From an optimization exercise on the open Yosys and OpenROAD flow, aimed at small area, a short achievable clock period and few clock cycles per item; shortcuts taken in it are not production practice. The RTL was checked by simulation tests, not by an equivalence proof against the original design.

==> config.mk <==
export PLATFORM = sky130hd
export DESIGN_NAME = conv_stage
export DESIGN_NICKNAME = conv_stage
export VERILOG_FILES = /design/flow/design.v
export SDC_FILE = /design/flow/constraint.sdc
export NUM_CORES = 4
export LEC_CHECK = 0
export CAP_MARGIN = 20
export CORE_MARGIN = 2
export CORE_UTILIZATION = 40
export SLEW_MARGIN = 20
==> constraint.sdc <==
create_clock -name core_clock -period 13.0 [get_ports {clk}]
set_input_delay 2.6000 -clock core_clock [delete_from_list [all_inputs] [get_ports {clk}]]
set_output_delay 2.6000 -clock core_clock [all_outputs]
set_load 0.01 [all_outputs]
==> design.v <==
package conv_pkg;
  localparam int CHANNELS = 4;
  localparam int TAPS = 25;
  localparam int PIXEL_W = 4;
  localparam int PRODUCT_W = 8;
  localparam int PARTIAL_W = 13;
  localparam int SUM_W = 15;
  localparam int TREE_LEAVES = 32;
  typedef logic [PIXEL_W-1:0] pixel_t;
  typedef pixel_t [0:TAPS-1] window_t;
  typedef window_t [0:CHANNELS-1] channel_windows_t;
  typedef logic [PARTIAL_W-1:0] partial_t;
  typedef partial_t [0:CHANNELS-1] partials_t;
  typedef logic [SUM_W-1:0] sum_t;
endpackage
`timescale 1ns/10ps
module conv_mac_array (
  input  logic                        clk,
  input  logic                        rst,
  input  logic                        in_valid,
  output logic                        in_ready,
  input  conv_pkg::channel_windows_t  act,
  input  conv_pkg::channel_windows_t  kernel,
  output logic                        part_valid,
  input  logic                        part_ready,
  output conv_pkg::partials_t         part_partials
);
  conv_pkg::partials_t sums;
  conv_pkg::partials_t partials_q;
  logic                valid_q;
  logic                accept;
  localparam int ITEMS = conv_pkg::CHANNELS * conv_pkg::TAPS;
  logic [ITEMS*conv_pkg::PIXEL_W-1:0]                act_flat;
  logic [ITEMS*conv_pkg::PIXEL_W-1:0]                kernel_flat;
  logic [conv_pkg::CHANNELS*conv_pkg::PARTIAL_W-1:0] sums_flat;
  assign act_flat    = act;
  assign kernel_flat = kernel;
  assign sums        = sums_flat;
  for (genvar c = 0; c < conv_pkg::CHANNELS; c++) begin : g_chan
    logic [(2*conv_pkg::TREE_LEAVES-1)*conv_pkg::PARTIAL_W-1:0] node;
    for (genvar k = 0; k < conv_pkg::TREE_LEAVES; k++) begin : g_leaf
      if (k < conv_pkg::TAPS) begin : g_tap
        logic [conv_pkg::PIXEL_W-1:0]   a;
        logic [conv_pkg::PIXEL_W-1:0]   w;
        logic [conv_pkg::PRODUCT_W-1:0] prod;
        assign a    = act_flat[(ITEMS-1-(c*conv_pkg::TAPS+k))*conv_pkg::PIXEL_W +: conv_pkg::PIXEL_W];
        assign w    = kernel_flat[(ITEMS-1-(c*conv_pkg::TAPS+k))*conv_pkg::PIXEL_W +: conv_pkg::PIXEL_W];
        assign prod = a * w;
        assign node[(conv_pkg::TREE_LEAVES-1+k)*conv_pkg::PARTIAL_W +: conv_pkg::PARTIAL_W] =
          conv_pkg::PARTIAL_W'(prod);
      end else begin : g_pad
        assign node[(conv_pkg::TREE_LEAVES-1+k)*conv_pkg::PARTIAL_W +: conv_pkg::PARTIAL_W] = '0;
      end
    end
    for (genvar n = 0; n < conv_pkg::TREE_LEAVES-1; n++) begin : g_node
      assign node[n*conv_pkg::PARTIAL_W +: conv_pkg::PARTIAL_W] =
        node[(2*n+1)*conv_pkg::PARTIAL_W +: conv_pkg::PARTIAL_W] +
        node[(2*n+2)*conv_pkg::PARTIAL_W +: conv_pkg::PARTIAL_W];
    end
    assign sums_flat[(conv_pkg::CHANNELS-1-c)*conv_pkg::PARTIAL_W +: conv_pkg::PARTIAL_W] =
      node[0 +: conv_pkg::PARTIAL_W];
  end
  assign in_ready = part_ready | ~valid_q;
  assign accept   = in_valid & in_ready;
  always_ff @(posedge clk) begin
    if (rst) begin
      valid_q <= 1'b0;
    end else if (accept) begin
      valid_q <= 1'b1;
    end else if (part_ready) begin
      valid_q <= 1'b0;
    end
  end
  always_ff @(posedge clk) begin
    if (accept) begin
      partials_q <= sums;
    end
  end
  assign part_valid    = valid_q;
  assign part_partials = partials_q;
endmodule
`timescale 1ns/10ps
module conv_result (
  input  logic                clk,
  input  logic                rst,
  input  logic                part_valid,
  output logic                part_ready,
  input  conv_pkg::partials_t part_partials,
  output logic                out_valid,
  input  logic                out_ready,
  output conv_pkg::sum_t      conv_sum
);
  conv_pkg::sum_t total;
  logic           load;
  logic [conv_pkg::CHANNELS*conv_pkg::PARTIAL_W-1:0] part_partials_flat;
  assign part_partials_flat = part_partials;
  always_comb begin
    total = '0;
    for (int c = 0; c < conv_pkg::CHANNELS; c++) begin
      total = total + conv_pkg::SUM_W'(part_partials_flat[(conv_pkg::CHANNELS-1-c)*conv_pkg::PARTIAL_W +: conv_pkg::PARTIAL_W]);
    end
  end
  assign part_ready = out_ready | ~out_valid;
  assign load       = part_valid & part_ready;
  always_ff @(posedge clk) begin
    if (rst) begin
      out_valid <= 1'b0;
    end else if (load) begin
      out_valid <= 1'b1;
    end else if (out_ready) begin
      out_valid <= 1'b0;
    end
  end
  always_ff @(posedge clk) begin
    if (load) begin
      conv_sum <= total;
    end
  end
endmodule
`timescale 1ns/10ps
module conv_stage (
  input  logic                        clk,
  input  logic                        rst,
  input  logic                        in_valid,
  output logic                        in_ready,
  input  conv_pkg::channel_windows_t  act,
  input  conv_pkg::channel_windows_t  kernel,
  output logic                        out_valid,
  input  logic                        out_ready,
  output conv_pkg::sum_t              conv_sum
);
  logic                part_valid;
  logic                part_ready;
  conv_pkg::partials_t part_partials;
  conv_mac_array conv_mac_array_i (
    .clk      (clk),
    .rst      (rst),
    .in_valid (in_valid),
    .in_ready (in_ready),
    .act      (act),
    .kernel   (kernel),
    .part_valid    (part_valid),
    .part_ready    (part_ready),
    .part_partials (part_partials)
  );
  conv_result conv_result_i (
    .clk       (clk),
    .rst       (rst),
    .part_valid    (part_valid),
    .part_ready    (part_ready),
    .part_partials (part_partials),
    .out_valid (out_valid),
    .out_ready (out_ready),
    .conv_sum  (conv_sum)
  );
endmodule
==> run.sh <==
#!/bin/bash
# synth_recipe.tcl (not shown) runs the flow's synth.tcl, then flattens the netlist and writes it again
# the make line also repeats each setting of config.mk as NAME=value (left out here)
make -C /OpenROAD-flow-scripts/flow DESIGN_CONFIG=/design/flow/config.mk WORK_HOME=/design/flow/orfs CLKGATE_MAP_FILE= SYNTH_SCRIPT=/design/flow/synth_recipe.tcl finish
==> flow_summary.yaml <==
placed_design:
  hpwl_um: 173000
  gp_congestion: 0.936
  io_buffers: 820
  placed_area_um2: 72300
grt:
  grt_pass1_vias: 48700
  grt_first_pass_wirelength_um: 282000
  grtUsageTotal: 0.237
  grt-ovfl-total: 0
  antenna_found_initial: 84
  grt_max_degree: 53
timing:
  worst_slew_pin_slew_ns: 0.807
  relSlewSlack: 0.462
  hold_ws_ns: 0.525
  tns_ns: 0
  rsz0062_at_grt: "no"
  setup_viol: 0
  finalHoldViolations: 0
  fin_crit_sh: 0.963
  slew_viol_final: 0
  finClkSkew_ns: 0.0175
  min_period_ns: 12.52
  fmax_ghz: 0.0799
critical_path:
  critPathSlowestCell: "fa_1"
  cp-end-kind: "flip-flop"
  cpPeakStageDelay_ns: 0.57
  critPathLaunchType: "primary input"
  path_common_cell: "fa_1"
  cp_max_fo: 3
  crit_required_ns: 13.12
  path_class: "in -> reg"
  cp.arrival_ns: 12.64
yosys:
  avgSynthCellArea_um2: 9.73
  synth_mux_area_frac: 0.000368
  synth_adder_area_share: 0.673
  synth_edf_count: 67
  synth-seq-cells: 69
  synth_compound_area_frac: 0.0183
  syn_inst: 6292
  synth_ff_type: "edfxtp_1"
  async_flop_share: 0
  synth_xor_xnor_area_share: 0.00844
  yosysWarnings: 2
  postSynthNetCount: 9487
  synth_simple_gate_area_share: 0.152
  ys_seq_area_frac: 0.0335
  synth_top_family_by_area: "adder cells"
  synth_area_um2: 61200
  synthDistinctLibCells: 52
finish:
  mostFrequentLayoutCell: "inv_1"
  layout_common_cells: "inv_1 (1861), fa_1 (1508), and2_1 (1058)"
  fin_area_um2: 72700
  area_growth_syn_to_layout_pct: 18.7
  fin_nets: 10400
  drive_above_1_share: 0.00893
  regArea_um2: 2050
  fillers: 14600
  multi_input_area_um2: 52200
die:
  die_h_um: 395
  die_w_um: 395
  pin_count: 821
  coreArea_um2: 152000
  design.die.area_um2: 156000
  rows: 143
  start_util: 0.403
routing:
  vias: 42900
  wl_per_cell_um: 19.4
  finalWirelength_um: 180000
  routed_via_density: 4.64
  postRouteAntennaNets: 0
  drtPass1Iterations: 5
  dr.first_iter.drc_count: 1816
  drc: 0
status:
  status: "complete, no violations"
cts:
  cts_buffer_depth: 2
  cts-htree-levels: 3
  cts_root_buf: "clkbuf_16"
  path_clk_slew_ns: 0.07
  cts-buffers-inserted: 9
  cts_tree: "built"
  postCtsSetupBuffers: 0
  clkSinkCount: 69
  insertion_delay_ns: 0.37
min_path:
  hold_class: "reg -> reg"
flow_run:
  drv_cap: 0
## worst max-delay path, delay by kind of cell
kind / cells / cell delay [ns]
fa+ha+maj: 16 / 7.56
compound gates: 7 / 1.25
buf+inv: 11 / 0.99
xor+xnor: 1 / 0.13
simple gates: 1 / 0.08
## through the flow
| stage | std cells | util | setup slack, ns |
|---|---|---|---|
| after floorplan | 6292 | - | 0.941 |
| final | 9242 | 0.478 | 0.480 |
| after detailed placement | 9178 | 0.475 | -0.0898 |
| after global placement | 9178 | 0.475 | -0.0568 |
| after CTS | 9194 | 0.477 | 0.304 |
| after global routing | 9239 | 0.478 | 0.0252 |
## Yosys cell counts (4+ instances only)
master    instances  area (um^2)
nand3_1           7         35.0
o21ai_0          33          165
a21oi_1          59          295
o21bai_1          8         60.1
xor2_1           16          140
nand2b_1          5         31.3
o21a_1            7         52.6
nor2_1           46          173
nor2b_1          18          113
ha_1            883        11000
inv_1          1861         6990
nand2_1         563         2110
and3_1            7         43.8
edfxtp_1         67         2010
fa_1           1508        30200
and2_1         1059         6630
a21boi_0          4         30.0
a211oi_1          6         45.0
xnor2_1          43          377
a21o_1           27          203
nor3_1           14         70.1
## flip-flops by register name (all words and copies together), names as in the netlist
register	cells
conv_mac_array_i.valid_q	1
conv_result_i.out_valid	1
conv_result_i.conv_sum	15
conv_mac_array_i.partials_q	52
## cell families after synthesis
group | after synthesis
simple gates | 1733
mux | 2
compound gates | 175
buf+inv | 1863
fa+ha+maj | 2391
xor+xnor | 59
flops | 69
## final timing paths
kind | cells past startpoint | to | slack (ns) | start
min reg2reg | 2 | conv_result_i.out_valid | 0.53 | conv_mac_array_i.valid_q
max | 36 | conv_mac_array_i.partials_q[12] | 0.48 | kernel[26]
max reg2reg | 14 | conv_result_i.conv_sum[10] | 8.67 | conv_mac_array_i.partials_q[26]
min | 2 | conv_result_i.out_valid | 0.53 | conv_mac_array_i.valid_q
## repair_timing
action / CTS / global route
gates resized for setup: 0 / 5
hold buffers: 0 / 0
endpoints found under the setup margin: 0 / 6
## routing by layer
| metal | up-vias | global-route usage | share of wire |
|---|---|---|---|
| li1 | 20100 | - | - |
| met1 | 21800 | 0.321 | 0.45 |
| met2 | 773 | 0.403 | 0.49 |
| met3 | 215 | 0.0192 | 0.030 |
| met4 | 20 | 0.0779 | 0.034 |
| met5 | - | 0 | 0.00073 |
## area by class of cell
cell class,count,area share
clock inverter,7,0.00126
antenna,48,0.00165
sequential,69,0.0282
tap,2030,0.0349
clock buffer,9,0.00310
timing repair buffer,858,0.117
inverter,1861,0.0960
multi-input combinational,4360,0.718
Testbench counts, summed over its fixed seeds: cycles 4,112, items 4,096.

port drivers added, routing unchanged:
Ports are ideal in the flow. The routed layout listed here was re-timed in OpenROAD. Step 1 sets driving cells, clkbuf_16 on the clock port and buf_2 on the other inputs (assumed; they add their load-dependent delay and slew). Step 2 times the ports against the registers' clock, not the clock port: input delays grow and output delays shrink by t, the midpoint of the rising clock arrivals with the driver on. a / b / c = ideal / step 1 / step 2; a / b = the first two.
shift t [ns]: 0.414
setup WS [ns]: 0.480 / 0.488 / 0.073
hold WS [ns]: 0.525 / 0.525 / 0.525
worst setup path after step 2: input to register
cell pins on the clock port's net: 1
After both steps setup and hold are still met in this run. For this run, drivers alone change the setup slack by +0.008 ns; drivers and shift together by -0.407 ns.
